Context: an optimization exercise on an open-source flow, tuned for small area, a short achievable clock period and few clock cycles per item. The choices shown serve that exercise and are no tape-out recipe. Function was not checked in any run shown here: the RTL went through the layout flow alone.

==> flow/design.v (outline; a module is shown in full before it is edited, if it fits) <==
// module hslrgb_mul_c: 355 lines
// module hslrgb_booth: 17 lines
// module hslrgb_mul_x: 493 lines
// module hslrgb_div: 625 lines
// module hsl_to_rgb_converter_unit: 170 lines
module hsl_to_rgb_converter_unit #(
  parameter int FRACTION_BITS = hslrgb_pkg::FRACTION_BITS
) (
  input  logic             clk,
  input  logic             rst_n,
  input  logic             in_valid,
  output logic             in_stall,
  input  hslrgb_pkg::hsl_t in_data,
  output logic             out_valid,
  input  logic             out_stall,
  output hslrgb_pkg::rgb_t out_data
);
  // ...
==> flow/flow/run.sh <==
#!/bin/bash
# The standard layout (the standard.sh: ORFS synthesis to finish) with two
# changes that keep the design and its registers as the standard synthesis
# makes them:
#  - after synthesis, flow/invopt.py removes inverters around full adders
#    (a full adder of inverted inputs gives inverted outputs), a purely
#    combinational rewrite of the netlist;
#  - the port buffers use the smallest plain buffer instead of the delay
#    buffer buffer_ports picks by default. Every port is still buffered.
set -euo pipefail
RES=orfs/results/${FLOW_PLATFORM:-sky130hd}/hsl_to_rgb_converter_unit/base
bash standard.sh synth > standard_synth.log 2>&1
cp $RES/1_2_yosys.v yosys_netlist_orig.v
if python3 flow/invopt.py yosys_netlist_orig.v yosys_netlist_opt.v > invopt.log 2>&1; then
  cp yosys_netlist_opt.v $RES/1_2_yosys.v
  rm -f $RES/1_synth.odb $RES/1_synth.sdc
fi
bash standard.sh "BUFFER_PORTS_ARGS=-buffer_cell sky130_fd_sc_hd__buf_1" finish > standard_flow.log 2>&1
==> flow/flow/invopt.py <==
#!/usr/bin/env python3
"""Remove inverters around full adders in a flat gate-level netlist.

A full adder is self-dual: FA(~a, ~b, ~c) = (~sum, ~cout). Flipping an adder
(feeding it the complements of its inputs and complementing its outputs)
keeps the logic unchanged; a flip is kept when it removes more inverters than
it adds. Only sky130 fa_* and inv_* cells are touched.

usage: invopt.py in.v out.v
"""
import re, sys, copy

LIB = "sky130_fd_sc_hd__"
OUTP = {"X", "Y", "Q", "Q_N", "SUM", "COUT", "HI", "LO"}

def parse(path):
    text = open(path).read()
    m = re.search(r"^\s*module\s+(\S+)\s*\(", text, re.M)
    body_start = m.start()
    cell_re = re.compile(r"^  (" + LIB + r"\w+)\s+(\\\S+ |\S+)\s*\((.*?)\);\n", re.S | re.M)
    cells = {}
    order = []
    first = None
    last = None
    for cm in cell_re.finditer(text):
        if first is None:
            first = cm.start()
        last = cm.end()
        typ, name, body = cm.group(1), cm.group(2).strip(), cm.group(3)
        pins = {}
        for pm in re.finditer(r"\.(\w+)\(\s*(\\\S+ |[^)]*?)\s*\)", body):
            pins[pm.group(1)] = pm.group(2).strip()
        cells[name] = [typ, pins, cm.group(0)]
        order.append(name)
    head = text[:first]
    tail = text[last:]
    # output ports (bits)
    outs = set()
    for om in re.finditer(r"^\s*output\s+(\[(\d+):(\d+)\]\s+)?(\S+);", head, re.M):
        if om.group(1):
            hi, lo = int(om.group(2)), int(om.group(3))
            for b in range(min(hi, lo), max(hi, lo) + 1):
                outs.add(f"{om.group(4)}[{b}]")
        else:
            outs.add(om.group(4))
    return head, tail, cells, order, outs

class NL:
    def __init__(self, cells, order, outs):
        self.cells = cells
        self.order = order
        self.outs = outs
        self.n = 0
        self.newwires = []
        self.rebuild()
    def rebuild(self):
        self.drv = {}
        self.loads = {}
        for name, (typ, pins, _) in self.cells.items():
            for p, net in pins.items():
                if p in OUTP:
                    self.drv[net] = (name, p)
                else:
                    self.loads.setdefault(net, []).append((name, p))
    def is_inv(self, name):
        return self.cells[name][0].startswith(LIB + "inv_")
    def ninv(self):
        return sum(1 for c in self.cells if self.is_inv(c))
    def fresh(self, base):
        self.n += 1
        return f"_inv{base}{self.n}_"

def set_pin(nl, name, pin, net):
    nl.cells[name][1][pin] = net
    nl.cells[name][2] = None

def add_inv(nl, a, y):
    name = nl.fresh("c")
    nl.cells[name] = [LIB + "inv_1", {"A": a, "Y": y}, None]
    nl.order.append(name)
    return name

def sweep(nl):
    changed = True
    while changed:
        changed = False
        nl.rebuild()
        for name in list(nl.cells):
            if nl.is_inv(name):
                y = nl.cells[name][1]["Y"]
                if not nl.loads.get(y) and y not in nl.outs:
                    del nl.cells[name]
                    changed = True

def flip(nl, f):
    nl.rebuild()
    typ, pins, _ = nl.cells[f]
    for p in ("A", "B", "CIN"):
        x = pins[p]
        d = nl.drv.get(x)
        if d and nl.is_inv(d[0]):
            set_pin(nl, f, p, nl.cells[d[0]][1]["A"])
        else:
            inv = [l for l, lp in nl.loads.get(x, []) if nl.is_inv(l)]
            if inv:
                set_pin(nl, f, p, nl.cells[inv[0]][1]["Y"])
            else:
                w = nl.fresh("w")
                nl.newwires.append(w)
                add_inv(nl, x, w)
                set_pin(nl, f, p, w)
    for q in ("SUM", "COUT"):
        z = pins[q]
        zn = nl.fresh("w")
        nl.newwires.append(zn)
        set_pin(nl, f, q, zn)
        need_true = z in nl.outs
        for (l, lp) in nl.loads.get(z, []):
            if l == f:
                continue
            if nl.is_inv(l) and nl.cells[l][1]["Y"] not in nl.outs:
                w = nl.cells[l][1]["Y"]
                for (l2, lp2) in nl.loads.get(w, []):
                    set_pin(nl, l2, lp2, zn)
                del nl.cells[l]
            else:
                need_true = True
        if need_true:
            add_inv(nl, zn, z)
    sweep(nl)

def optimize(nl):
    sweep(nl)
    base = nl.ninv()
    improved = True
    while improved:
        improved = False
        fas = [c for c in nl.cells if nl.cells[c][0].startswith(LIB + "fa_")]
        for f in fas:
            if f not in nl.cells:
                continue
            before = nl.ninv()
            snap = (copy.deepcopy(nl.cells), list(nl.order), nl.n, list(nl.newwires))
            flip(nl, f)
            after = nl.ninv()
            if after < before:
                improved = True
            else:
                nl.cells, nl.order, nl.n, nl.newwires = snap
                nl.rebuild()
    return base, nl.ninv()

def emit(nl, head, tail):
    out = [head.rstrip("\n") + "\n"]
    for w in nl.newwires:
        out.append(f"  wire {w};\n")
    for name in nl.order:
        if name not in nl.cells:
            continue
        typ, pins, text = nl.cells[name]
        if text is not None:
            out.append(text)
            continue
        def fmt(n):
            return n + " " if n.startswith("\\") else n
        ps = ",\n".join(f"    .{p}({fmt(n)})" for p, n in pins.items())
        out.append(f"  {typ} {fmt(name)} (\n{ps}\n  );\n")
    out.append(tail)
    return "".join(out)

if __name__ == "__main__":
    head, tail, cells, order, outs = parse(sys.argv[1])
    nl = NL(cells, order, outs)
    b, a = optimize(nl)
    open(sys.argv[2], "w").write(emit(nl, head, tail))
    print(f"invopt: inverters {b} -> {a}")
==> flow/standard.sh <==
#!/bin/bash
# synth_recipe.tcl (not shown) runs the flow's synth.tcl, then flattens the netlist and writes it again
# the make line also repeats each setting of config.mk as NAME=value (left out here)
make -C /OpenROAD-flow-scripts/flow DESIGN_CONFIG=/design/flow/config.mk WORK_HOME=/design/flow/orfs CLKGATE_MAP_FILE= SYNTH_SCRIPT=/design/flow/synth_recipe.tcl "${@:-finish}"
==> flow/config.mk <==
export PLATFORM = sky130hd
export DESIGN_NAME = hsl_to_rgb_converter_unit
export DESIGN_NICKNAME = hsl_to_rgb_converter_unit
export VERILOG_FILES = /design/flow/design.v
export SDC_FILE = /design/flow/constraint.sdc
export NUM_CORES = 4
export LEC_CHECK = 0
export ABC_AREA = 1
export CAP_MARGIN = 20
export CORE_MARGIN = 2
export CORE_UTILIZATION = 40
export PLACE_DENSITY = 0.6
export SETUP_SLACK_MARGIN = 2.0
export SLEW_MARGIN = 20
==> flow/constraint.sdc <==
create_clock -name core_clock -period 7.0 [get_ports {clk}]
set_input_delay 1.4000 -clock core_clock [delete_from_list [all_inputs] [get_ports {clk}]]
set_output_delay 1.4000 -clock core_clock [all_outputs]
set_load 0.01 [all_outputs]
==> results.tsv, run 1 <==
stage	metric	value	unit
outcome	status	finished clean	
final_layout	seq_area	0.00582	mm²
final_layout	fin_area	0.0205	mm²
yosys	synth_nets	2283	
critical_path	cp.depth	19	
critical_path	cp-startpoint	s2_dir_r	
die	die_y	217	µm
clocking	htree_levels	4	
drt	avgViaCountPerCell	5.34	
worst_hold_path	holdPathStages	0	
clocking	hold_buffers	0	
critical_path	max_stage_delay	0.54	ns
final_layout	seq_area_frac	0.283	
sta	min_period	4.71	ns
drt	top_layer	met4	
sta	grt_setup_unrepaired	false	
sta	hold_viol	0	
final_layout	final_common_cell	nand2_1	
final_layout	layout_common_cells	nand2_1 (296), inv_1 (265), edfxtp_1 (191)	
die	dieArea	0.0471	mm²
worst_hold_path	worstHoldStart	s0_sect_r[1]	
==> module hsl_to_rgb_converter_unit, before the edit <==
module hsl_to_rgb_converter_unit #(
  parameter int FRACTION_BITS = hslrgb_pkg::FRACTION_BITS
) (
  input  logic             clk,
  input  logic             rst_n,
  input  logic             in_valid,
  output logic             in_stall,
  input  hslrgb_pkg::hsl_t in_data,
  output logic             out_valid,
  input  logic             out_stall,
  output hslrgb_pkg::rgb_t out_data
);
  logic       en;
  logic [3:0] vld_r;
  assign en       = !(vld_r[3] && out_stall);
  assign in_stall = !en;
  always_ff @(posedge clk) begin
    if (!rst_n) begin
      vld_r <= '0;
    end else if (en) begin
      vld_r <= {vld_r[2:0], in_valid};
    end
  end
  logic [11:0] lp, lmin;
  logic        inc, lhi;
  logic [12:0] m3a, m3b, m3c, m3s, m3y, m3;
  logic [6:0]  hh;
  logic [7:0]  hlo;
  logic [2:0]  sect;
  logic [3:0]  frac_hi;
  logic        fgt, flt, kdir;
  logic [10:0] keff;
  always_comb begin
    lhi = in_data.lightness[12] | in_data.lightness[11];
    inc = in_data.lightness[11];
    lp  = inc ? ~in_data.lightness[11:0] : in_data.lightness[11:0];
    m3a = 13'(lp);
    m3b = {lp, inc};
    m3c = {11'd0, inc, 1'b0};
    m3s = m3a ^ m3b ^ m3c;
    m3y = {((m3a[11:0] & m3b[11:0]) | (m3a[11:0] & m3c[11:0]) | (m3b[11:0] & m3c[11:0])), 1'b0};
    if (in_data.lightness[12]) begin
      lmin = '0;
      m3   = '0;
    end else begin
      lmin = lp + 12'(inc);
      m3   = m3s + m3y;
    end
    hh  = in_data.hue[14:8];
    hlo = in_data.hue[7:0];
    if (hh >= 7'd90) begin
      sect    = 3'd5;
      frac_hi = 4'd0;
    end else begin
      sect    = 3'(hh / 7'd15);
      frac_hi = 4'(hh % 7'd15);
    end
    fgt = (frac_hi > 4'd7) | ((frac_hi == 4'd7) & (hlo > 8'd128));
    flt = (frac_hi < 4'd7) | ((frac_hi == 4'd7) & (hlo < 8'd128));
    if (hh >= 7'd90) begin
      keff = '0;
      kdir = 1'b0;
    end else begin
      keff = fgt ? 11'({4'd14 - frac_hi, ~hlo} + 12'd1)    
                 : 11'({frac_hi, hlo});                   
      kdir = sect[0] ? flt : fgt;
    end
  end
  logic [11:0] s0_m_r;
  logic [10:0] s0_k_r;
  logic [5:0]  s0_s1_r, s0_s2_r, s0_s3_r;
  logic [12:0] s0_m3_r;
  logic        s0_sfull_r, s0_lhi_r, s0_dir_r;
  logic [2:0]  s0_sect_r;
  logic [11:0] cmul;
  logic [12:0] c, lig;
  hslrgb_mul_c u_mul_c (
    .x_i    (s0_m_r),
    .x3_i   (s0_m3_r),
    .s1_i   (s0_s1_r),
    .s2_i   (s0_s2_r),
    .s3_i   (s0_s3_r),
    .prod_o (cmul)
  );
  logic [5:0] k_one, k_two;
  logic [4:0] k_neg;
  hslrgb_booth u_booth (
    .y_i   (s0_k_r),
    .one_o (k_one),
    .two_o (k_two),
    .neg_o (k_neg)
  );
  always_comb begin
    c   = {1'b0, cmul} | ({s0_m_r, 1'b0} & {13{s0_sfull_r}});
    lig = s0_lhi_r ? (13'd4096 - 13'(s0_m_r)) : 13'(s0_m_r);
  end
  logic [12:0] s1_c_r, s1_l_r;
  logic [5:0]  s1_one_r, s1_two_r;
  logic [4:0]  s1_neg_r;
  logic        s1_dir_r;
  logic [2:0]  s1_sect_r;
  logic [15:0] q;
  logic [12:0] m0, peak;
  hslrgb_mul_x u_mul_x (
    .x_i    (s1_c_r),
    .one_i  (s1_one_r),
    .two_i  (s1_two_r),
    .neg_i  (s1_neg_r),
    .rnd_i  (s1_dir_r),
    .prod_o (q)
  );
  always_comb begin
    m0   = s1_l_r - (s1_c_r >> 1);
    peak = s1_l_r + (s1_c_r >> 1) + 13'(s1_c_r[0]);
  end
  logic [15:0] s2_q_r;
  logic [12:0] s2_m_r, s2_p_r;
  logic        s2_dir_r;
  logic [2:0]  s2_sect_r;
  logic [12:0] xm;
  hslrgb_pkg::rgb_t out_r, out_nxt;
  hslrgb_div u_div (
    .q_i   (s2_q_r),
    .m0_i  (s2_m_r),
    .pk_i  (s2_p_r),
    .dir_i (s2_dir_r),
    .sum_o (xm)
  );
  always_comb begin
    case (s2_sect_r)
      3'd0:    out_nxt = {s2_p_r, xm,     s2_m_r};
      3'd1:    out_nxt = {xm,     s2_p_r, s2_m_r};
      3'd2:    out_nxt = {s2_m_r, s2_p_r, xm};
      3'd3:    out_nxt = {s2_m_r, xm,     s2_p_r};
      3'd4:    out_nxt = {xm,     s2_m_r, s2_p_r};
      default: out_nxt = {s2_p_r, s2_m_r, xm};
    endcase
  end
  always_ff @(posedge clk) begin
    if (en) begin
      s0_m_r     <= lmin;
      s0_m3_r    <= m3;
      s0_lhi_r   <= lhi;
      for (int i = 0; i < 6; i++) begin
        s0_s1_r[i] <= ~in_data.saturation[12] & ~in_data.saturation[2*i+1] &  in_data.saturation[2*i];
        s0_s2_r[i] <= ~in_data.saturation[12] &  in_data.saturation[2*i+1] & ~in_data.saturation[2*i];
        s0_s3_r[i] <= ~in_data.saturation[12] &  in_data.saturation[2*i+1] &  in_data.saturation[2*i];
      end
      s0_sfull_r <= in_data.saturation[12];
      s0_k_r     <= keff;
      s0_dir_r   <= kdir;
      s0_sect_r  <= sect;
      s1_c_r     <= c;
      s1_l_r     <= lig;
      s1_one_r   <= k_one;
      s1_two_r   <= k_two;
      s1_neg_r   <= k_neg;
      s1_dir_r   <= s0_dir_r;
      s1_sect_r  <= s0_sect_r;
      s2_q_r     <= q;
      s2_m_r     <= m0;
      s2_p_r     <= peak;
      s2_dir_r   <= s1_dir_r;
      s2_sect_r  <= s1_sect_r;
      out_r      <= out_nxt;
    end
  end
  assign out_valid = vld_r[3];
  assign out_data  = out_r;
endmodule
==> inputs of run 2 (changes only) <==
--- a/flow/design.v
+++ b/flow/design.v
@@ -1532,9 +1532,22 @@
       vld_r <= {vld_r[2:0], in_valid};
     end
   end
-  logic [11:0] lp, lmin;
-  logic        inc, lhi;
-  logic [12:0] m3a, m3b, m3c, m3s, m3y, m3;
+  logic [11:0] lmin;
+  logic        lhi;
+  always_comb begin
+    lhi = in_data.lightness[12] | in_data.lightness[11];
+    if (in_data.lightness[12])
+      lmin = '0;
+    else if (in_data.lightness[11])
+      lmin = 12'd0 - in_data.lightness[11:0];
+    else
+      lmin = in_data.lightness[11:0];
+  end
+  logic [11:0] s0_m_r;
+  logic [14:0] s0_hue_r;
+  logic [5:0]  s0_s1_r, s0_s2_r, s0_s3_r;
+  logic [12:0] s0_m3_r;
+  logic        s0_sfull_r, s0_lhi_r;
   logic [6:0]  hh;
   logic [7:0]  hlo;
   logic [2:0]  sect;
@@ -1542,23 +1555,8 @@
   logic        fgt, flt, kdir;
   logic [10:0] keff;
   always_comb begin
-    lhi = in_data.lightness[12] | in_data.lightness[11];
-    inc = in_data.lightness[11];
-    lp  = inc ? ~in_data.lightness[11:0] : in_data.lightness[11:0];
-    m3a = 13'(lp);
-    m3b = {lp, inc};
-    m3c = {11'd0, inc, 1'b0};
-    m3s = m3a ^ m3b ^ m3c;
-    m3y = {((m3a[11:0] & m3b[11:0]) | (m3a[11:0] & m3c[11:0]) | (m3b[11:0] & m3c[11:0])), 1'b0};
-    if (in_data.lightness[12]) begin
-      lmin = '0;
-      m3   = '0;
-    end else begin
-      lmin = lp + 12'(inc);
-      m3   = m3s + m3y;
-    end
-    hh  = in_data.hue[14:8];
-    hlo = in_data.hue[7:0];
+    hh  = s0_hue_r[14:8];
+    hlo = s0_hue_r[7:0];
     if (hh >= 7'd90) begin
       sect    = 3'd5;
       frac_hi = 4'd0;
@@ -1577,12 +1575,6 @@
       kdir = sect[0] ? flt : fgt;
     end
   end
-  logic [11:0] s0_m_r;
-  logic [10:0] s0_k_r;
-  logic [5:0]  s0_s1_r, s0_s2_r, s0_s3_r;
-  logic [12:0] s0_m3_r;
-  logic        s0_sfull_r, s0_lhi_r, s0_dir_r;
-  logic [2:0]  s0_sect_r;
   logic [11:0] cmul;
   logic [12:0] c, lig;
   hslrgb_mul_c u_mul_c (
@@ -1596,7 +1588,7 @@
   logic [5:0] k_one, k_two;
   logic [4:0] k_neg;
   hslrgb_booth u_booth (
-    .y_i   (s0_k_r),
+    .y_i   (keff),
     .one_o (k_one),
     .two_o (k_two),
     .neg_o (k_neg)
@@ -1650,7 +1642,7 @@
   always_ff @(posedge clk) begin
     if (en) begin
       s0_m_r     <= lmin;
-      s0_m3_r    <= m3;
+      s0_m3_r    <= 13'(lmin) + {lmin, 1'b0};
       s0_lhi_r   <= lhi;
       for (int i = 0; i < 6; i++) begin
         s0_s1_r[i] <= ~in_data.saturation[12] & ~in_data.saturation[2*i+1] &  in_data.saturation[2*i];
@@ -1658,16 +1650,14 @@
         s0_s3_r[i] <= ~in_data.saturation[12] &  in_data.saturation[2*i+1] &  in_data.saturation[2*i];
       end
       s0_sfull_r <= in_data.saturation[12];
-      s0_k_r     <= keff;
-      s0_dir_r   <= kdir;
-      s0_sect_r  <= sect;
+      s0_hue_r   <= in_data.hue;
       s1_c_r     <= c;
       s1_l_r     <= lig;
       s1_one_r   <= k_one;
       s1_two_r   <= k_two;
       s1_neg_r   <= k_neg;
-      s1_dir_r   <= s0_dir_r;
-      s1_sect_r  <= s0_sect_r;
+      s1_dir_r   <= kdir;
+      s1_sect_r  <= sect;
       s2_q_r     <= q;
       s2_m_r     <= m0;
       s2_p_r     <= peak;
==> results.tsv, run 2 <==
stage	metric	value	unit	change
critical_path	worst_ep_required_time	7.22	ns	
final_layout	final_util	0.452		
clocking	hold_buffers	0		unchanged
critical_path	cp-start-kind	flip-flop		
final_layout	antenna_cells	0		
drt	avgViaCountPerCell	5.30		-0.78%
clocking	clock_tree.root_cell	clkbuf_16		
critical_path	arrival	4.95	ns	
yosys	syn_area	0.0180	mm²	
final_layout	drive_above_1_share	0.0826		
placed_design	dp_slack	1.72	ns	
clocking	htree_levels	4		unchanged
drt	ant_nets	0		
critical_path	max_stage_delay	0.52	ns	-0.02 ns
die	num_rows	77		
sta	maxSlewHeadroom	0.351		
die	die_y	216	µm	-0.35%
die	dieArea	0.0467	mm²	-0.70%
critical_path	critPathSlowestCell	fa_1		
sta	fin_ws	2.27	ns	
final_layout	reg.largest.list	out_r (39), s2_q_r (16), s0_hue_r (15)		
drt	drt-wirelength-per-cell	16.3	µm	
critical_path	cp_common_cell	fa_1		
critical_path	path_class	reg2reg		
clocking	cts_buffer_depth	2		
drt	initialDrtViolationCount	1080		
final_layout	instances_no_fill	2638		
sta	maxSlewViolCount	0		
grt	grt_pass1_vias	13900		
placed_design	place_area	0.0188	mm²	
worst_hold_path	hold_class	reg2reg		
grt	grt_pass1_wl	71.4	mm	
die	core	0.0443	mm²	
placed_design	hpwl	33.6	mm	
placed_design	dp.cells	2542		
clocking	clk_pin_slew	0.08	ns	
sta	fin_worst_skew	0.0142	ns	
run	cap_violations	0		
sta	fmax	211	MHz	
die	top_level_ports	86		
sta	tns	0	ns	
sta	grt_setup_unrepaired	false		
sta	hold_viol	0		unchanged
yosys	synth_nets	2266		-0.74%
sta	finalSetupViolations	0		
clocking	cts.sinks	195		
grt	grt_start_max_net_pins	115		
sta	timing.hold.ws	0.424	ns	
final_layout	nFillCells	4292		
grt	overflow	0		
critical_path	path_max_fanout	5		
final_layout	regMostFlops	out_r		
clocking	cts_tree	built		
final_layout	area_growth	11.3	%	
final_layout	final_common_cell	inv_1		
die	start_util	0.406		
grt	antenna_found_initial	0		
worst_hold_path	holdPathStages	0		unchanged
critical_path	path_cells	buf_4, xor2_1, inv_1, fa_1, fa_1, inv_1, fa_1, ha_1, nand2_1, o21ai_0, a21oi_1, nand2_1, inv_1, o31ai_1, fa_1, a22oi_1, o21ai_0		
yosys	synthCells	1944		
die	die_x	216	µm	
drt	vias	14000		
placed_design	place_congestion	0.916		
grt	track_usage	0.189		
drt	route.detailed.drc	0		
critical_path	reg2reg_depth	17		
critical_path	critPathBufInv	4		
final_layout	seq_area	0.00582	mm²	unchanged
clocking	cts_made_buffers	17		
drt	wirelength	43.0	mm	
final_layout	largest_register_ffs	39		
critical_path	crit_path_end_kind	flip-flop		
sta	period_share	0.676		
final_layout	fin_area	0.0200	mm²	-2.5%
critical_path	crit_family	adder cells		
yosys	synth_warnings	2		
yosys	avgSynthCellArea	9.26	µm²	
final_layout	layout_common_cells	inv_1 (275), nand2_1 (271), edfxtp_1 (191)		
clocking	clk_latency	0.48	ns	
sta	min_period	4.73	ns	+0.0260 ns
sta	tightestPinTransition	0.974	ns	
placed_design	numPortBuffers	85		
outcome	status	finished clean		
final_layout	multiInputGateArea	0.0108	mm²	
final_layout	nNetsFinal	2355		
critical_path	cp.depth	17		-2
drt	drtPass1Iterations	6		
-- run 2: final cells by class --
class | count | area share
multi-input combinational | 1363 | 0.540
sequential | 195 | 0.290
inverter | 303 | 0.0603
timing repair buffer | 151 | 0.0406
tap | 592 | 0.0370
clock buffer | 17 | 0.0212
clock inverter | 15 | 0.0104
timing repair inverter | 2 | 0.000499
-- run 2: path summary, 6_finish.rpt --
kind	slack, ns	startpoint	endpoint
worst max-delay path	2.27	s2_dir_r	out_r[36]
worst min-delay path	0.42	s1_sect_r[1]	s2_sect_r[1]
worst max register to register	2.27	s2_dir_r	out_r[36]
worst min register to register	0.42	s1_sect_r[1]	s2_sect_r[1]
-- run 2: layer usage --
| layer | share of wire | global-route usage |
|---|---|---|
| met5 | 0 | 0 |
| met1 | 0.45 | 0.245 |
| met2 | 0.49 | 0.326 |
| met4 | 0.017 | 0.0541 |
| met3 | 0.048 | 0.0306 |
-- run 2: what timing repair did --
action                                  CTS  global route
endpoints found under the hold margin     0             0
pin swaps                                 0             0
resized for setup                         0            32
cloned                                    0             2
buffers inserted                          7            54
endpoints found under the setup margin   10            18
==> inputs of run 3 (changes only) <==
--- a/flow/config.mk
+++ b/flow/config.mk
@@ -10,5 +10,5 @@
 export CORE_MARGIN = 2
 export CORE_UTILIZATION = 40
 export PLACE_DENSITY = 0.6
-export SETUP_SLACK_MARGIN = 2.0
+export SETUP_SLACK_MARGIN = 2.3
 export SLEW_MARGIN = 20
==> results.tsv, run 3 <==
stage	metric	value	unit	change
drt	avgViaCountPerCell	5.27		-0.57%
drt	ant_nets	0		unchanged
critical_path	worst_ep_required_time	7.21	ns	about the same
clocking	cts_tree	built		
clocking	clk_latency	0.47	ns	about the same
critical_path	path_class	reg2reg		
sta	period_share	0.653		-0.0233
sta	fin_worst_skew	0.0164	ns	+0.00217 ns
die	top_level_ports	86		unchanged
placed_design	place_area	0.0189	mm²	+0.33%
final_layout	antenna_cells	0		unchanged
final_layout	final_common_cell	nand2_1		
sta	tns	0	ns	unchanged
grt	overflow	0		unchanged
final_layout	area_growth	13.7	%	
final_layout	drive_above_1_share	0.109		+0.0259
sta	tightestPinTransition	1.12	ns	+0.151 ns
drt	initialDrtViolationCount	1085		+0.46%
yosys	syn_area	0.0180	mm²	unchanged
critical_path	cp-start-kind	flip-flop		
drt	wirelength	43.8	mm	+1.7%
yosys	avgSynthCellArea	9.26	µm²	unchanged
final_layout	layout_common_cells	nand2_1 (269), inv_1 (260), edfxtp_1 (191)		
clocking	cts.sinks	195		unchanged
final_layout	largest_register_ffs	39		unchanged
outcome	status	finished clean		
drt	route.detailed.drc	0		unchanged
final_layout	nNetsFinal	2373		+0.76%
critical_path	arrival	4.77	ns	-0.18 ns
placed_design	place_congestion	0.899		-1.8%
yosys	synthCells	1944		unchanged
critical_path	crit_path_end_kind	flip-flop		
critical_path	cp-startpoint	s2_dir_r		
sta	min_period	4.57	ns	-0.163 ns
sta	grt_setup_unrepaired	true		
die	core	0.0443	mm²	unchanged
clocking	htree_levels	4		unchanged
grt	antenna_found_initial	0		unchanged
final_layout	final_util	0.462		+0.00983
clocking	clk_pin_slew	0.08	ns	about the same
die	num_rows	77		unchanged
sta	maxSlewHeadroom	0.247		-0.103
final_layout	nFillCells	4237		-1.3%
worst_hold_path	worstHoldStart	s1_sect_r[1]		
grt	grtUsageMet2	0.326		about the same
drt	vias	14000		+0.11%
placed_design	hpwl	33.6	mm	-0.12%
clocking	cts_made_buffers	17		unchanged
grt	grt_start_max_net_pins	114		-0.87%
die	die_x	216	µm	unchanged
drt	drtPass1Iterations	6		unchanged
final_layout	regMostFlops	out_r		
drt	drt-wirelength-per-cell	16.5	µm	+1.0%
grt	grt_pass1_vias	13900		-0.022%
critical_path	r2r_start	s2_dir_r		
sta	finalSetupViolations	0		unchanged
clocking	clock_tree.root_cell	clkbuf_16		
critical_path	worst-r2r-setup-slack	2.43	ns	+0.16 ns
grt	use_met1	0.240		-0.00528
die	start_util	0.406		unchanged
sta	maxSlewViolCount	0		unchanged
yosys	synth_nets	2266		unchanged
yosys	synth_warnings	2		unchanged
sta	hold_viol	0		unchanged
critical_path	path_max_fanout	9		+4
grt	grt_pass1_wl	71.2	mm	-0.16%
grt	track_usage	0.190		+0.000740
die	die_y	216	µm	unchanged
die	dieArea	0.0467	mm²	unchanged
placed_design	numPortBuffers	85		unchanged
worst_hold_path	hold_class	reg2reg		
final_layout	fin_area	0.0205	mm²	+2.2%
final_layout	reg.largest.list	out_r (39), s2_q_r (16), s0_hue_r (15)		
run	cap_violations	0		unchanged
grt	top_usage_layer	met2		
clocking	hold_buffers	0		unchanged
sta	fmax	219	MHz	+3.6%
grt	use_met3	0.0288		-0.00182
clocking	cts_buffer_depth	2		unchanged
[run 3: cell count changes in the layout (fill, tap and decap cells not counted), sizes merged]
cell,before,now
inv,289,281
clkinvlp,21,25
buf,151,170
bufinv,2,1
clkinv,8,12
[run 3: repair_timing]
item,CTS,global route
setup endpoints to repair,42,30
pin swaps,0,30
buffers inserted,37,43
gates resized for setup,22,54
gates cloned,0,2
[run 3: worst max-delay path, stage by stage (launching register included)]
cell      delay (ns)
edfxtp_1        0.42
buf_4           0.18
buf_12          0.15
xnor2_4         0.13
buf_4           0.14
fa_1            0.49
inv_1           0.05
fa_1            0.46
fa_1            0.50
ha_1            0.29
nand2_1         0.09
o21ai_2         0.17
a21oi_1         0.10
nand2_2         0.10
inv_2           0.06
o31ai_4         0.22
fa_1            0.47
a22oi_1         0.17
o21ai_1         0.10
[run 3: layer usage]
| layer | vias up | wire length (µm) |
|---|---|---|
| met5 | - | 0 |
| li1 | 6881 | - |
| met1 | 6607 | 18900 |
| met3 | 83 | 2170 |
| met4 | 0 | 1410 |
| met2 | 426 | 21300 |
[run 3: metrics by stage]
step                setup WS, ns  hold WS, ns  std cells
floorplan                   2.30        0.400       1944
global placement            1.98        0.410       2542
detailed placement          1.87        0.407       2542
CTS                         2.29        0.426       2611
global route                2.24        0.431       2656
finish                      2.43        0.423       2656
[run 3: path summary, 6_finish.rpt]
kind | to | depth (start not counted)
worst max-delay path | out_r[36] | 18
worst min-delay path | s2_sect_r[1] | 0
worst max register to register | out_r[36] | 18
worst min register to register | s2_sect_r[1] | 0
[run 3: cell type report]
cell class                 instances  area [µm²]  area share
multi-input combinational       1363       11100       0.540
sequential                       195        5820       0.284
inverter                         303        1230      0.0601
timing repair buffer             170        1010      0.0492
tap                              592         741      0.0362
clock buffer                      17         425      0.0208
clock inverter                    15         193     0.00941
timing repair inverter             1        5.00    0.000244
==> inputs of run 4 (changes only) <==
--- a/flow/config.mk
+++ b/flow/config.mk
@@ -10,5 +10,5 @@
 export CORE_MARGIN = 2
 export CORE_UTILIZATION = 40
 export PLACE_DENSITY = 0.6
-export SETUP_SLACK_MARGIN = 2.3
+export SETUP_SLACK_MARGIN = 2.2
 export SLEW_MARGIN = 20
==> results.tsv, run 4 <==
stage	metric	value	unit	change
critical_path	cp-start-kind	flip-flop		
final_layout	nNetsFinal	2372		-0.042%
drt	wirelength	42.5	mm	-3.0%
final_layout	multiInputGateArea	0.0109	mm²	-1.6%
placed_design	hpwl	33.1	mm	-1.4%
critical_path	reg2reg_depth	18		unchanged
grt	grt_pass1_vias	13800		-0.60%
critical_path	path_class	reg2reg		
outcome	status	finished clean		
critical_path	path_max_fanout	5		-4
drt	ant_nets	0		unchanged
final_layout	seq_area	0.00582	mm²	unchanged
die	core	0.0443	mm²	unchanged
sta	hold_viol	0		unchanged
final_layout	largest_register_ffs	39		unchanged
sta	fin_worst_skew	0.0145	ns	-0.00192 ns
sta	tightestPinTransition	0.977	ns	-0.148 ns
sta	maxSlewHeadroom	0.349		+0.101
critical_path	worst_ep_required_time	7.29	ns	+0.08 ns
drt	vias	13900		-0.80%
drt	route.detailed.drc	0		unchanged
grt	overflow	0		unchanged
placed_design	numPortBuffers	85		unchanged
grt	grt_start_max_net_pins	114		unchanged
clocking	cts.sinks	195		unchanged
worst_hold_path	hold_class	reg2reg		
grt	grt_pass1_wl	70.1	mm	-1.6%
final_layout	regMostFlops	out_r		
yosys	synthCells	1944		unchanged
yosys	avgSynthCellArea	9.26	µm²	unchanged
yosys	synth_warnings	2		unchanged
final_layout	drive_above_1_share	0.0945		-0.0140
worst_hold_path	holdPathStages	0		unchanged
sta	maxSlewViolCount	0		unchanged
sta	fmax	216	MHz	-1.2%
die	die_x	216	µm	unchanged
critical_path	critPathSlowestCell	fa_1		
clocking	clock_tree.root_cell	clkbuf_16		
die	die_y	216	µm	unchanged
run	cap_violations	0		unchanged
grt	antenna_found_initial	0		unchanged
sta	finalSetupViolations	0		unchanged
clocking	clk_latency	0.46	ns	about the same
die	top_level_ports	86		unchanged
sta	period_share	0.660		+0.00764
drt	drtPass1Iterations	7		+1
critical_path	max_stage_delay	0.59	ns	+0.09 ns
die	start_util	0.406		unchanged
final_layout	reg.largest.list	out_r (39), s2_q_r (16), s0_hue_r (15)		
die	num_rows	77		unchanged
final_layout	nFillCells	4314		+1.8%
sta	tns	0	ns	unchanged
clocking	cts_buffer_depth	2		unchanged
clocking	cts_tree	built		
drt	drt-wirelength-per-cell	16.0	µm	-2.9%
critical_path	path_cells	clkinvlp_4, o22ai_2, a21oi_1, fa_1, inv_1, fa_1, fa_1, ha_4, a21oi_1, o21ai_0, a21oi_1, nand2_1, a21oi_2, nor2_2, o21ai_0, o311ai_1, or2_2, o211ai_1		
critical_path	arrival	4.91	ns	+0.14 ns
clocking	htree_levels	4		unchanged
yosys	syn_area	0.0180	mm²	unchanged
final_layout	area_growth	12.3	%	
final_layout	layout_common_cells	inv_1 (272), nand2_1 (271), edfxtp_1 (191)		
die	dieArea	0.0467	mm²	unchanged
yosys	synth_nets	2266		unchanged
clocking	clk_pin_slew	0.07	ns	about the same
drt	initialDrtViolationCount	1054		-2.9%
critical_path	crit_path_end_kind	flip-flop		
grt	track_usage	0.185		-0.00495
final_layout	final_common_cell	inv_1		
sta	fin_ws	2.38	ns	-0.0535 ns
drt	avgViaCountPerCell	5.23		-0.76%
final_layout	antenna_cells	0		unchanged
sta	min_period	4.62	ns	+0.0535 ns
placed_design	dp_slack	1.83	ns	-0.0413 ns
sta	grt_setup_unrepaired	true		
placed_design	place_congestion	0.947		+5.3%
clocking	cts_made_buffers	17		unchanged
[run 4: final timing paths]
check | to | slack (ns) | from
setup / recovery | s1_c_r[11] | 2.38 | s0_m_r[8]
hold / removal | s2_sect_r[1] | 0.44 | s1_sect_r[1]
setup reg to reg | s1_c_r[11] | 2.38 | s0_m_r[8]
hold reg to reg | s2_sect_r[1] | 0.44 | s1_sect_r[1]
[run 4: area by class of cell]
type                            count  share of cell area
Multi-Input combinational cell   1363               0.538
Sequential cell                   195               0.288
Inverter                          303              0.0602
Timing Repair Buffer              168              0.0485
Tap cell                          592              0.0366
Clock buffer                       20              0.0216
Clock inverter                     12             0.00638
Timing Repair inverter              2            0.000495
[run 4: routing by layer]
metal / GRT usage / up-vias / share of wire
met4: 0.0587 / 0 / 0.024
met2: 0.313 / 404 / 0.48
li1: - / 6869 / -
met3: 0.0244 / 65 / 0.050
met1: 0.246 / 6547 / 0.45
met5: 0 / - / 0
[run 4: critical path: cells and delay by family (launching register included)]
| family | cells | cell delay [ns] |
|---|---|---|
| AO/OA/AOI/OAI | 9 | 1.32 |
| adder cells (fa/ha/maj) | 4 | 1.85 |
| buffers and inverters | 2 | 0.29 |
| flip-flops | 1 | 0.51 |
| AND/OR/NAND/NOR | 3 | 0.50 |
[run 4: metrics by stage]
step	util	cell area (µm²)	hold WS [ns]	instances
2_1_floorplan	-	18000	0.400	1944
3_3_place_gp	0.425	18800	0.407	2542
3_5_place_dp	0.425	18800	0.424	2542
4_1_cts	0.443	19600	0.444	2600
5_1_grt	0.456	20200	0.451	2655
6_report	0.456	20200	0.437	2655
[run 4: repair_timing]
| action | 4_1_cts | 5_1_grt |
|---|---|---|
| hold endpoints to repair | 0 | 0 |
| pin swaps | 0 | 5 |
| setup buffers | 26 | 53 |
| setup endpoints to repair | 30 | 30 |
| cloned | 0 | 2 |
| gates resized for setup | 9 | 35 |
| hold buffers | 0 | 0 |
==> inputs of run 5 (changes only) <==
--- a/flow/design.v
+++ b/flow/design.v
@@ -1585,30 +1585,29 @@
     .s3_i   (s0_s3_r),
     .prod_o (cmul)
   );
-  logic [5:0] k_one, k_two;
-  logic [4:0] k_neg;
-  hslrgb_booth u_booth (
-    .y_i   (keff),
-    .one_o (k_one),
-    .two_o (k_two),
-    .neg_o (k_neg)
-  );
   always_comb begin
     c   = {1'b0, cmul} | ({s0_m_r, 1'b0} & {13{s0_sfull_r}});
     lig = s0_lhi_r ? (13'd4096 - 13'(s0_m_r)) : 13'(s0_m_r);
   end
   logic [12:0] s1_c_r, s1_l_r;
-  logic [5:0]  s1_one_r, s1_two_r;
-  logic [4:0]  s1_neg_r;
+  logic [10:0] s1_k_r;
   logic        s1_dir_r;
   logic [2:0]  s1_sect_r;
   logic [15:0] q;
   logic [12:0] m0, peak;
+  logic [5:0]  k_one, k_two;
+  logic [4:0]  k_neg;
+  hslrgb_booth u_booth (
+    .y_i   (s1_k_r),
+    .one_o (k_one),
+    .two_o (k_two),
+    .neg_o (k_neg)
+  );
   hslrgb_mul_x u_mul_x (
     .x_i    (s1_c_r),
-    .one_i  (s1_one_r),
-    .two_i  (s1_two_r),
-    .neg_i  (s1_neg_r),
+    .one_i  (k_one),
+    .two_i  (k_two),
+    .neg_i  (k_neg),
     .rnd_i  (s1_dir_r),
     .prod_o (q)
   );
@@ -1653,9 +1652,7 @@
       s0_hue_r   <= in_data.hue;
       s1_c_r     <= c;
       s1_l_r     <= lig;
-      s1_one_r   <= k_one;
-      s1_two_r   <= k_two;
-      s1_neg_r   <= k_neg;
+      s1_k_r     <= keff;
       s1_dir_r   <= kdir;
       s1_sect_r  <= sect;
       s2_q_r     <= q;
--- a/flow/config.mk
+++ b/flow/config.mk
@@ -10,5 +10,5 @@
 export CORE_MARGIN = 2
 export CORE_UTILIZATION = 40
 export PLACE_DENSITY = 0.6
-export SETUP_SLACK_MARGIN = 2.2
+export SETUP_SLACK_MARGIN = 2.3
 export SLEW_MARGIN = 20
==> results.tsv, run 5 <==
stage	metric	value	unit	change
sta	hold_viol	0		unchanged
yosys	synthCells	1945		+0.051%
yosys	syn_area	0.0179	mm²	-0.81%
drt	route.detailed.drc	0		unchanged
die	start_util	0.405		-0.00154
final_layout	multiInputGateArea	0.0116	mm²	+6.5%
drt	wirelength	43.8	mm	+3.2%
final_layout	final_common_cell	nand2_1		
sta	tightestPinTransition	1.03	ns	+0.0536 ns
sta	finalSetupViolations	0		unchanged
grt	grt_start_max_net_pins	105		-7.9%
sta	fin_ws	2.09	ns	-0.289 ns
sta	maxSlewViolCount	0		unchanged
critical_path	crit_path_end_kind	flip-flop		
drt	ant_nets	0		unchanged
critical_path	worst-r2r-setup-slack	2.09	ns	-0.29 ns
critical_path	arrival	5.13	ns	+0.22 ns
yosys	avgSynthCellArea	9.18	µm²	-0.86%
sta	timing.hold.ws	0.441	ns	+0.00470 ns
critical_path	path_max_fanout	7		+2
die	core	0.0441	mm²	-0.43%
placed_design	hpwl	33.2	mm	+0.32%
clocking	hold_buffers	0		unchanged
critical_path	cp-startpoint	s1_k_r[1]		
outcome	status	finished clean		
final_layout	nNetsFinal	2438		+2.8%
placed_design	numPortBuffers	85		unchanged
placed_design	dp_slack	1.16	ns	-0.676 ns
final_layout	drive_above_1_share	0.164		+0.0694
final_layout	largest_register_ffs	39		unchanged
critical_path	r2r_start	s1_k_r[1]		
grt	overflow	0		unchanged
drt	vias	14300		+3.0%
sta	fmax	204	MHz	-5.9%
die	die_x	215	µm	-0.40%
worst_hold_path	holdPathEnd	s2_sect_r[2]		
clocking	cts.sinks	189		-3.1%
sta	maxSlewHeadroom	0.310		-0.0383
die	die_y	215	µm	-0.40%
clocking	clock_tree.root_cell	clkbuf_16		
critical_path	reg2reg_depth	23		+5
sta	grt_setup_unrepaired	true		
yosys	synth_nets	2267		+0.044%
final_layout	area_growth	18.8	%	
clocking	cts_buffer_depth	2		unchanged
critical_path	timing.rr.end	s2_q_r[8]		
clocking	clk_latency	0.47	ns	about the same
drt	drtPass1Iterations	6		-1
clocking	cts_tree	built		
final_layout	antenna_cells	0		unchanged
sta	fin_worst_skew	0.0118	ns	-0.00264 ns
critical_path	cp-start-kind	flip-flop		
clocking	htree_levels	4		unchanged
final_layout	reg.largest.list	out_r (39), s2_q_r (16), s0_hue_r (15)		
placed_design	place_congestion	0.896		-5.4%
run	cap_violations	0		unchanged
placed_design	dp.cells	2552		+0.39%
clocking	clk_pin_slew	0.08	ns	about the same
grt	antenna_found_initial	0		unchanged
die	dieArea	0.0464	mm²	-0.80%
critical_path	worst_ep_required_time	7.22	ns	-0.07 ns
worst_hold_path	hold_class	reg2reg		
sta	min_period	4.91	ns	+0.289 ns
final_layout	regMostFlops	out_r		
sta	period_share	0.702		+0.0413
drt	initialDrtViolationCount	1033		-2.0%
die	top_level_ports	86		unchanged
final_layout	layout_common_cells	nand2_1 (281), inv_1 (249), edfxtp_1 (185)		
critical_path	path_class	reg2reg		
worst_hold_path	holdPathStages	0		unchanged
sta	tns	0	ns	unchanged
final_layout	nFillCells	4115		-4.6%
drt	avgViaCountPerCell	5.25		+0.46%
die	num_rows	77		unchanged
clocking	cts_made_buffers	17		unchanged
drt	drt-wirelength-per-cell	16.1	µm	+0.72%
grt	track_usage	0.186		+0.00124
grt	grt_pass1_vias	14100		+1.9%
final_layout	instances_no_fill	2721		+2.5%
yosys	synth_warnings	2		unchanged
final_layout	seq_area	0.00564	mm²	-3.1%
worst_hold_path	worstHoldStart	s1_sect_r[2]		
grt	grt_pass1_wl	70.2	mm	+0.16%
[run 5: cell types whose count changed in the layout (fill, tap and decap cells not counted), moves of 9 or more]
cell	delta
fa_2	+13
xor2_1	-10
nand2_1	+10
ha_1	-17
o211ai_1	+11
ha_4	+14
inv_1	-23
buf_4	+53
a21oi_1	-9
o22ai_1	-14
inv_2	+14
fa_1	-13
o221ai_1	-10
[run 5: what timing repair did]
action                                  CTS  global route
gates cloned                              2             2
setup buffers                            43            90
pin swaps                                23            66
gates resized for setup                  46            98
endpoints found under the setup margin   40            38
[run 5: through the flow]
| stage | utilization | cell area [µm²] |
|---|---|---|
| CTS | 0.454 | 20000 |
| detailed placement | 0.428 | 18900 |
| global route | 0.481 | 21200 |
| global placement | 0.428 | 18900 |
| floorplan | - | 18100 |
| finish | 0.481 | 21200 |
[run 5: worst max-delay path, stage by stage (launching register included)]
cell        delay (ns)
edfxtp_1          0.42
buf_6             0.15
ha_4              0.27
clkinvlp_4        0.18
buf_6             0.19
o22ai_2           0.14
xor2_1            0.20
fa_1              0.46
fa_1              0.52
fa_1              0.47
ha_4              0.30
nand2_1           0.05
inv_1             0.06
nand3_2           0.10
nor3_4            0.20
a21oi_2           0.09
inv_1             0.07
a21oi_2           0.06
buf_4             0.13
buf_4             0.12
buf_4             0.12
buf_4             0.11
buf_4             0.12
xor2_1            0.13
[run 5: worst max-delay path by stage]
stage,to,cells after the start
2_1_floorplan,out_r[36],18
3_3_place_gp,s2_q_r[14],20
3_5_place_dp,s2_q_r[14],20
4_1_cts,s2_q_r[14],20
5_1_grt,s2_q_r[14],22
6_report,s2_q_r[8],23
[run 5: layer usage]
layer / track usage / vias up / routed length, µm
met5: 0 / - / 0
met4: 0.0630 / 0 / 1190
met3: 0.0300 / 78 / 2240
met2: 0.319 / 445 / 21300
met1: 0.239 / 6775 / 19100
li1: - / 6998 / -
[run 5: layout make-up]
class	count	area share
inverter	291	0.0550
timing repair buffer	229	0.0701
clock inverter	15	0.00726
multi-input combinational	1386	0.546
tap	592	0.0349
timing repair inverter	2	0.000472
sequential	189	0.266
clock buffer	17	0.0201

-- re-timing with driven ports --
The results above use ideal ports. As a check the final layouts listed here were re-extracted and re-timed, cells and wires unchanged.
Step 1 sets driving cells, clkbuf_16 on the clock port and buf_2 on the other inputs (assumed; they add their load-dependent delay and slew).
Step 2 adds t to the input delays and takes it off the output delays; t is the mean of the earliest and latest rising clock arrival at the registers after step 1. Input paths then give back, and output paths get back, about the clock's delay inside the block.
a / b / c = ideal ports / drivers / drivers and shift; a / b = the first two.
run	t (ns)	setup slack, ns	hold WS [ns]	worst setup path after step 2	worst slew at a driven data input, ns
run 1	0.538	2.295 / 2.295 / 1.984	0.425 / 0.425 / 0.425	input to register	0.06
run 2	0.525	2.269 / 2.269 / 2.269	0.424 / 0.424 / 0.424	register to register	0.05
run 3	0.516	2.432 / 2.432 / 2.182	0.423 / 0.423 / 0.423	input to register	0.04
run 4	0.508	2.378 / 2.378 / 2.346	0.437 / 0.437 / 0.437	input to register	0.04
run 5	0.516	2.089 / 2.089 / 2.089	0.441 / 0.441 / 0.441	register to register	0.04
After both steps every run listed still meets setup and hold. The setup slack of run 1, which loses most, moves by 0.000 ns with the drivers and by -0.311 ns with both steps.
